This design comes from an exercise in tuning for small area, a short achievable clock period and few clock cycles per item on the open sky130 flow, not from production work.
At most, simulation tests tie the RTL to the original design; equivalence was not proved.

== alpha ==
Design fft_top, start of the top module:
module fft_top (
	input  logic             i_clk,
	input  logic             i_arst_n,
	input  logic             i_in_valid,
	output logic             o_in_ready,
	input  fft_pkg::sample_t i_in_re,
	input  fft_pkg::sample_t i_in_im,
	output logic             o_out_valid,
	input  logic             i_out_ready,
	output fft_pkg::sample_t o_out_re,
	output fft_pkg::sample_t o_out_im,
	output logic             o_out_last
);
	localparam fft_pkg::addr_t LAST = fft_pkg::addr_t'(16 - 1);
	localparam fft_pkg::addr_t LB   = fft_pkg::addr_t'(fft_pkg::LAT_B);
	fft_pkg::addr_t wcnt;
	logic           wpar;
	logic           avail;      
	logic           in_rdy;
	fft_pkg::addr_t pos;        
	logic           rpar;
	logic           adv;        
	logic [2:0]     sc;         
	logic           cur_data;   
	logic           ft_a, ft_b, ft_c;  
	logic           skid_full_next;
	fft_pkg::addr_t ra_n;       
	logic [16-1:0] rsel, rsel_n;  
	logic           take, wdone, boundary, data_now, rdone, start;
	logic           push;
	fft_pkg::addr_t wcnt_n, pos_n;
	logic           wpar_n, rpar_n, avail_n, cur_data_n;
	logic           ft_a_n, ft_b_n, ft_c_n;
	logic [2:0]     sc_n;
	logic           active_n, adv_n, reading_n, in_rdy_n, empty;
	logic           av0, av1, adv0, adv1, rdy0, rdy1;
	fft_pkg::addr_t wa_n;
	logic [16-1:0] wsel, wsel_n;  
	logic           ev, ev_n, ex_last, ex_last_n;
	always_comb begin
		take     = i_in_valid & in_rdy;
		wdone    = take & (wcnt == LAST);
		boundary = (pos == '0);
		data_now = boundary ? avail : cur_data;
		rdone    = adv & data_now & (pos == LAST);
		start    = adv & boundary;
		wcnt_n     = wcnt + fft_pkg::addr_t'(take);
		wpar_n     = wpar ^ wdone;
		rpar_n     = rpar ^ rdone;
		avail_n    = wdone | (avail & ~rdone);
  ...
Size in the first run: about 6,100 cells after synthesis, about 1,500 flip-flops, ~71 I/O pins, ~79,000 µm² of cells after synthesis.
==> module fft_top, before the edit <==
module fft_top (
	input  logic             i_clk,
	input  logic             i_arst_n,
	input  logic             i_in_valid,
	output logic             o_in_ready,
	input  fft_pkg::sample_t i_in_re,
	input  fft_pkg::sample_t i_in_im,
	output logic             o_out_valid,
	input  logic             i_out_ready,
	output fft_pkg::sample_t o_out_re,
	output fft_pkg::sample_t o_out_im,
	output logic             o_out_last
);
	localparam fft_pkg::addr_t LAST = fft_pkg::addr_t'(16 - 1);
	localparam fft_pkg::addr_t LB   = fft_pkg::addr_t'(fft_pkg::LAT_B);
	fft_pkg::addr_t wcnt;
	logic           wpar;
	logic           avail;      
	logic           in_rdy;
	fft_pkg::addr_t pos;        
	logic           rpar;
	logic           adv;        
	logic [2:0]     sc;         
	logic           cur_data;   
	logic           ft_a, ft_b, ft_c;  
	logic           skid_full_next;
	fft_pkg::addr_t ra_n;       
	logic [16-1:0] rsel, rsel_n;  
	logic           take, wdone, boundary, data_now, rdone, start;
	logic           push;
	fft_pkg::addr_t wcnt_n, pos_n;
	logic           wpar_n, rpar_n, avail_n, cur_data_n;
	logic           ft_a_n, ft_b_n, ft_c_n;
	logic [2:0]     sc_n;
	logic           active_n, adv_n, reading_n, in_rdy_n, empty;
	logic           av0, av1, adv0, adv1, rdy0, rdy1;
	fft_pkg::addr_t wa_n;
	logic [16-1:0] wsel, wsel_n;  
	logic           ev, ev_n, ex_last, ex_last_n;
	always_comb begin
		take     = i_in_valid & in_rdy;
		wdone    = take & (wcnt == LAST);
		boundary = (pos == '0);
		data_now = boundary ? avail : cur_data;
		rdone    = adv & data_now & (pos == LAST);
		start    = adv & boundary;
		wcnt_n     = wcnt + fft_pkg::addr_t'(take);
		wpar_n     = wpar ^ wdone;
		rpar_n     = rpar ^ rdone;
		avail_n    = wdone | (avail & ~rdone);
		pos_n      = pos + fft_pkg::addr_t'(adv);
		cur_data_n = start ? avail : cur_data;
		ft_a_n     = start ? avail : ft_a;
		ft_b_n     = start ? ft_a  : ft_b;
		ft_c_n     = start ? ft_b  : ft_c;
		push = adv & ev;
		if (pos_n == '0 || pos_n >= LB) begin
			ev_n = ft_b_n;
		end else begin
			ev_n = ft_c_n;
		end
		ex_last_n = ((pos_n - LB) == LAST);
		empty = boundary & ~ft_a & ~ft_b;
		if (adv || empty) begin
			sc_n = '0;
		end else begin
			sc_n = sc + 3'd1;
		end
		reading_n = (pos_n == '0) ? av0 : cur_data_n;
		av0  = avail & ~rdone;
		av1  = (wcnt == LAST) | av0;
		adv0 = ((pos_n != '0) | av0 | ft_a_n | ft_b_n) & ~skid_full_next & (sc_n == '0);
		adv1 = ((pos_n != '0) | av1 | ft_a_n | ft_b_n) & ~skid_full_next & (sc_n == '0);
		rdy0 = ~av0 | (reading_n & ((pos_n > wcnt) | ((pos_n == wcnt) & adv0)));
		rdy1 = ~av1 | (((pos_n == '0) ? av1 : cur_data_n)
			& ((pos_n > (wcnt + 4'd1)) | ((pos_n == (wcnt + 4'd1)) & adv1)));
		adv_n    = take ? adv1 : adv0;
		in_rdy_n = take ? rdy1 : rdy0;
		for (int i = 0; i < 4; i++) begin
			ra_n[i] = rpar_n ? pos_n[i] : pos_n[4-1-i];
			wa_n[i] = wpar_n ? wcnt_n[4-1-i] : wcnt_n[i];
		end
		for (int i = 0; i < 16; i++) begin
			wsel_n[i] = (wa_n == fft_pkg::addr_t'(i));
			rsel_n[i] = (ra_n == fft_pkg::addr_t'(i));
		end
	end
	always_ff @(posedge i_clk or negedge i_arst_n) begin
		if (!i_arst_n) begin
			wcnt     <= '0;
			wpar     <= 1'b0;
			rpar     <= 1'b0;
			avail    <= 1'b0;
			pos      <= '0;
			cur_data <= 1'b0;
			ft_a     <= 1'b0;
			ft_b     <= 1'b0;
			ft_c     <= 1'b0;
			sc       <= '0;
			adv      <= 1'b0;
			in_rdy   <= 1'b0;
			rsel     <= 16'(1);
			wsel     <= 16'(1);
			ev       <= 1'b0;
			ex_last  <= 1'b0;
		end else begin
			wcnt     <= wcnt_n;
			wpar     <= wpar_n;
			rpar     <= rpar_n;
			avail    <= avail_n;
			pos      <= pos_n;
			cur_data <= cur_data_n;
			ft_a     <= ft_a_n;
			ft_b     <= ft_b_n;
			ft_c     <= ft_c_n;
			sc       <= sc_n;
			adv      <= adv_n;
			in_rdy   <= in_rdy_n;
			rsel     <= rsel_n;
			wsel     <= wsel_n;
			ev       <= ev_n;
			ex_last  <= ex_last_n;
		end
	end
	assign o_in_ready = in_rdy;
	fft_pkg::cpx_t rd_data, pipe_out;
	fft_loader u_loader (
		.i_clk    (i_clk),
		.i_wr_en  (take),
		.i_wr_sel (wsel),
		.i_in_re  (i_in_re),
		.i_in_im  (i_in_im),
		.i_rd_sel (rsel),
		.o_rd_data(rd_data)
	);
	fft_engine u_engine (
		.i_clk (i_clk),
		.i_adv (adv),
		.i_pos_n (pos_n),
		.i_x   (rd_data),
		.o_y   (pipe_out)
	);
	fft_unloader u_unloader (
		.i_clk            (i_clk),
		.i_arst_n         (i_arst_n),
		.i_push           (push),
		.i_data           (pipe_out),
		.i_last           (ex_last),
		.o_skid_full_next (skid_full_next),
		.o_out_valid      (o_out_valid),
		.i_out_ready      (i_out_ready),
		.o_out_re         (o_out_re),
		.o_out_im         (o_out_im),
		.o_out_last       (o_out_last)
	);
endmodule
export LEC_CHECK = 0
export CAP_MARGIN = 20
export CORE_MARGIN = 2
export CORE_UTILIZATION = 60
export SLEW_MARGIN = 20
create_clock -name core_clock -period 13.5 [get_ports {i_clk}]
standard.sh (not shown) runs the stock make flow with config.mk's settings and CLKGATE_MAP_FILE= SYNTH_SCRIPT=/design/flow/synth_recipe.tcl, a recipe that flattens the netlist after the stock synthesis.
==> flow/flow/run.sh <==
#!/bin/bash
# Standard layout, with the timing repair aiming for more setup slack than
# the clock period needs.
set -e
cd "$(dirname "$0")/.."
export SETUP_SLACK_MARGIN=9.2
bash standard.sh > standard.log 2>&1
#### Input delta (beta over alpha)
==> flow/design.v, changed modules only <==
module fft_top (
	input  logic             i_clk,
	input  logic             i_arst_n,
	input  logic             i_in_valid,
	output logic             o_in_ready,
	input  fft_pkg::sample_t i_in_re,
	input  fft_pkg::sample_t i_in_im,
	output logic             o_out_valid,
	input  logic             i_out_ready,
	output fft_pkg::sample_t o_out_re,
	output fft_pkg::sample_t o_out_im,
	output logic             o_out_last
);
	localparam fft_pkg::addr_t LAST = fft_pkg::addr_t'(16 - 1);
	localparam fft_pkg::addr_t LB   = fft_pkg::addr_t'(fft_pkg::LAT_B);
	localparam fft_pkg::addr_t EARLY = fft_pkg::addr_t'(10);
	fft_pkg::addr_t wcnt;
	logic           wpar;
	logic           avail;      
	logic           in_rdy;
	fft_pkg::addr_t pos;        
	logic           rpar;
	logic           adv;        
	logic [2:0]     sc;         
	logic           cur_data;   
	logic           ft_a, ft_b, ft_c;  
	logic           skid_full_next;
	fft_pkg::addr_t ra_n;       
	logic [16-1:0] rsel, rsel_n;  
	logic           take, wdone, boundary, data_now, rdone, start, early, have;
	fft_pkg::addr_t pos_rev;
	logic           push;
	fft_pkg::addr_t wcnt_n, pos_n;
	logic           wpar_n, rpar_n, avail_n, cur_data_n;
	logic           ft_a_n, ft_b_n, ft_c_n;
	logic [2:0]     sc_n;
	logic           active_n, adv_n, reading_n, in_rdy_n, empty;
	logic           av0, av1, adv0, adv1, rdy0, rdy1;
	fft_pkg::addr_t wa_n;
	logic [16-1:0] wsel, wsel_n;  
	logic           ev, ev_n, ex_last, ex_last_n;
	always_comb begin
		take     = i_in_valid & in_rdy;
		wdone    = take & (wcnt == LAST);
		boundary = (pos == '0);
		early = ~avail & (wcnt >= EARLY);
		for (int i = 0; i < 4; i++) begin
			pos_rev[i] = pos[4-1-i];
		end
		have     = avail | (wcnt > pos_rev);
		data_now = (boundary ? (avail | early) : cur_data) & have;
		rdone    = adv & data_now & (pos == LAST);
		start    = adv & boundary;
		wcnt_n     = wcnt + fft_pkg::addr_t'(take);
		wpar_n     = wpar ^ wdone;
		rpar_n     = rpar ^ rdone;
		avail_n    = wdone | (avail & ~rdone);
		pos_n      = pos + fft_pkg::addr_t'(adv);
		cur_data_n = adv ? data_now : cur_data;
		ft_a_n     = cur_data_n;
		ft_b_n     = start ? ft_a  : ft_b;
		ft_c_n     = start ? ft_b  : ft_c;
		push = adv & ev;
		if (pos_n == '0 || pos_n >= LB) begin
			ev_n = ft_b_n;
		end else begin
			ev_n = ft_c_n;
		end
		ex_last_n = ((pos_n - LB) == LAST);
		empty = boundary & ~ft_a & ~ft_b;
		if (adv || empty) begin
			sc_n = '0;
		end else begin
			sc_n = sc + 3'd1;
		end
		reading_n = (pos_n == '0) ? av0 : cur_data_n;
		av0  = avail & ~rdone;
		av1  = (wcnt == LAST) | av0;
		adv0 = ((pos_n != '0) | av0 | ft_a_n | ft_b_n | (wcnt >= EARLY))
			& ~skid_full_next & (sc_n == '0);
		adv1 = ((pos_n != '0) | av1 | ft_a_n | ft_b_n | ((wcnt + 4'd1) >= EARLY))
			& ~skid_full_next & (sc_n == '0);
		rdy0 = ~av0 | (reading_n & ((pos_n > wcnt) | ((pos_n == wcnt) & adv0)));
		rdy1 = ~av1 | (((pos_n == '0) ? av1 : cur_data_n)
			& ((pos_n > (wcnt + 4'd1)) | ((pos_n == (wcnt + 4'd1)) & adv1)));
		adv_n    = take ? adv1 : adv0;
		in_rdy_n = take ? rdy1 : rdy0;
		for (int i = 0; i < 4; i++) begin
			ra_n[i] = rpar_n ? pos_n[i] : pos_n[4-1-i];
			wa_n[i] = wpar_n ? wcnt_n[4-1-i] : wcnt_n[i];
		end
		for (int i = 0; i < 16; i++) begin
			wsel_n[i] = (wa_n == fft_pkg::addr_t'(i));
			rsel_n[i] = (ra_n == fft_pkg::addr_t'(i));
		end
	end
	always_ff @(posedge i_clk or negedge i_arst_n) begin
		if (!i_arst_n) begin
			wcnt     <= '0;
			wpar     <= 1'b0;
			rpar     <= 1'b0;
			avail    <= 1'b0;
			pos      <= '0;
			cur_data <= 1'b0;
			ft_a     <= 1'b0;
			ft_b     <= 1'b0;
			ft_c     <= 1'b0;
			sc       <= '0;
			adv      <= 1'b0;
			in_rdy   <= 1'b0;
			rsel     <= 16'(1);
			wsel     <= 16'(1);
			ev       <= 1'b0;
			ex_last  <= 1'b0;
		end else begin
			wcnt     <= wcnt_n;
			wpar     <= wpar_n;
			rpar     <= rpar_n;
			avail    <= avail_n;
			pos      <= pos_n;
			cur_data <= cur_data_n;
			ft_a     <= ft_a_n;
			ft_b     <= ft_b_n;
			ft_c     <= ft_c_n;
			sc       <= sc_n;
			adv      <= adv_n;
			in_rdy   <= in_rdy_n;
			rsel     <= rsel_n;
			wsel     <= wsel_n;
			ev       <= ev_n;
			ex_last  <= ex_last_n;
		end
	end
	assign o_in_ready = in_rdy;
	fft_pkg::cpx_t rd_data, pipe_out;
	fft_loader u_loader (
		.i_clk    (i_clk),
		.i_wr_en  (take),
		.i_wr_sel (wsel),
		.i_in_re  (i_in_re),
		.i_in_im  (i_in_im),
		.i_rd_sel (rsel),
		.o_rd_data(rd_data)
	);
	fft_engine u_engine (
		.i_clk (i_clk),
		.i_adv (adv),
		.i_pos_n (pos_n),
		.i_x   (rd_data),
		.o_y   (pipe_out)
	);
	fft_unloader u_unloader (
		.i_clk            (i_clk),
		.i_arst_n         (i_arst_n),
		.i_push           (push),
		.i_data           (pipe_out),
		.i_last           (ex_last),
		.o_skid_full_next (skid_full_next),
		.o_out_valid      (o_out_valid),
		.i_out_ready      (i_out_ready),
		.o_out_re         (o_out_re),
		.o_out_im         (o_out_im),
		.o_out_last       (o_out_last)
	);
endmodule
- beta: flow completed, timing, DRC and antenna clean
- Sequential cell area across alpha and beta: no real change.
- The share of synthesized flip-flops with an asynchronous set or reset of beta and that of alpha are within noise of each other.
- The share of the clock period used by the worst path after layout reported for beta is greater than that of alpha by 0.29 points.
- beta vs. alpha: sequential share of layout area lower; highest net fanout along the worst path now sits higher; instance count after placement with tap cells included now smaller; number of filler instances in the final layout shrank by about 2.3%.
- For alpha, the slowest cell on the critical path was edfxtp_1, unlike beta, where it was fa_1.
- On flip-flop and latch count, alpha and beta are basically level.
- Floorplan core area essentially unchanged between beta and alpha.
- Parity-gate share of the synthesized area counting xor and xnor cells delta (beta -> alpha): insignificant
Testbench counts of beta, summed over its fixed seeds: cycles 1,296, frames 64.
The RTL of alpha was laid out without a check of its function.

## afterwards: timing with drivers on the ports
How much do the figures lean on ideal ports? The routed layouts below were timed once more, with nothing changed but the port constraints.
Step 1, drivers: a clkbuf_16 drives i_clk and a buf_2 each remaining input, both assumed.
Step 2 also shifts input and output timing later by t, the mid clock arrival at the registers, as if the neighbouring blocks saw the same clock.
Three values: no drivers, after step 1, after step 2; two values: the first two.
run | t, ns | slack for setup (ns) | hold WS [ns] | latest minus earliest clock arrival (ns)
alpha | 0.857 | 9.278 / 9.204 / 8.775 | 0.317 / 0.317 / 0.317 | 0.060 / 0.061
beta | 0.853 | 9.238 / 9.205 / 8.724 | 0.281 / 0.281 / 0.281 | 0.063 / 0.063
After both steps setup and hold are still met in every run listed. The setup slack of beta, which loses most, moves by -0.033 ns with the drivers and by -0.514 ns with both steps.
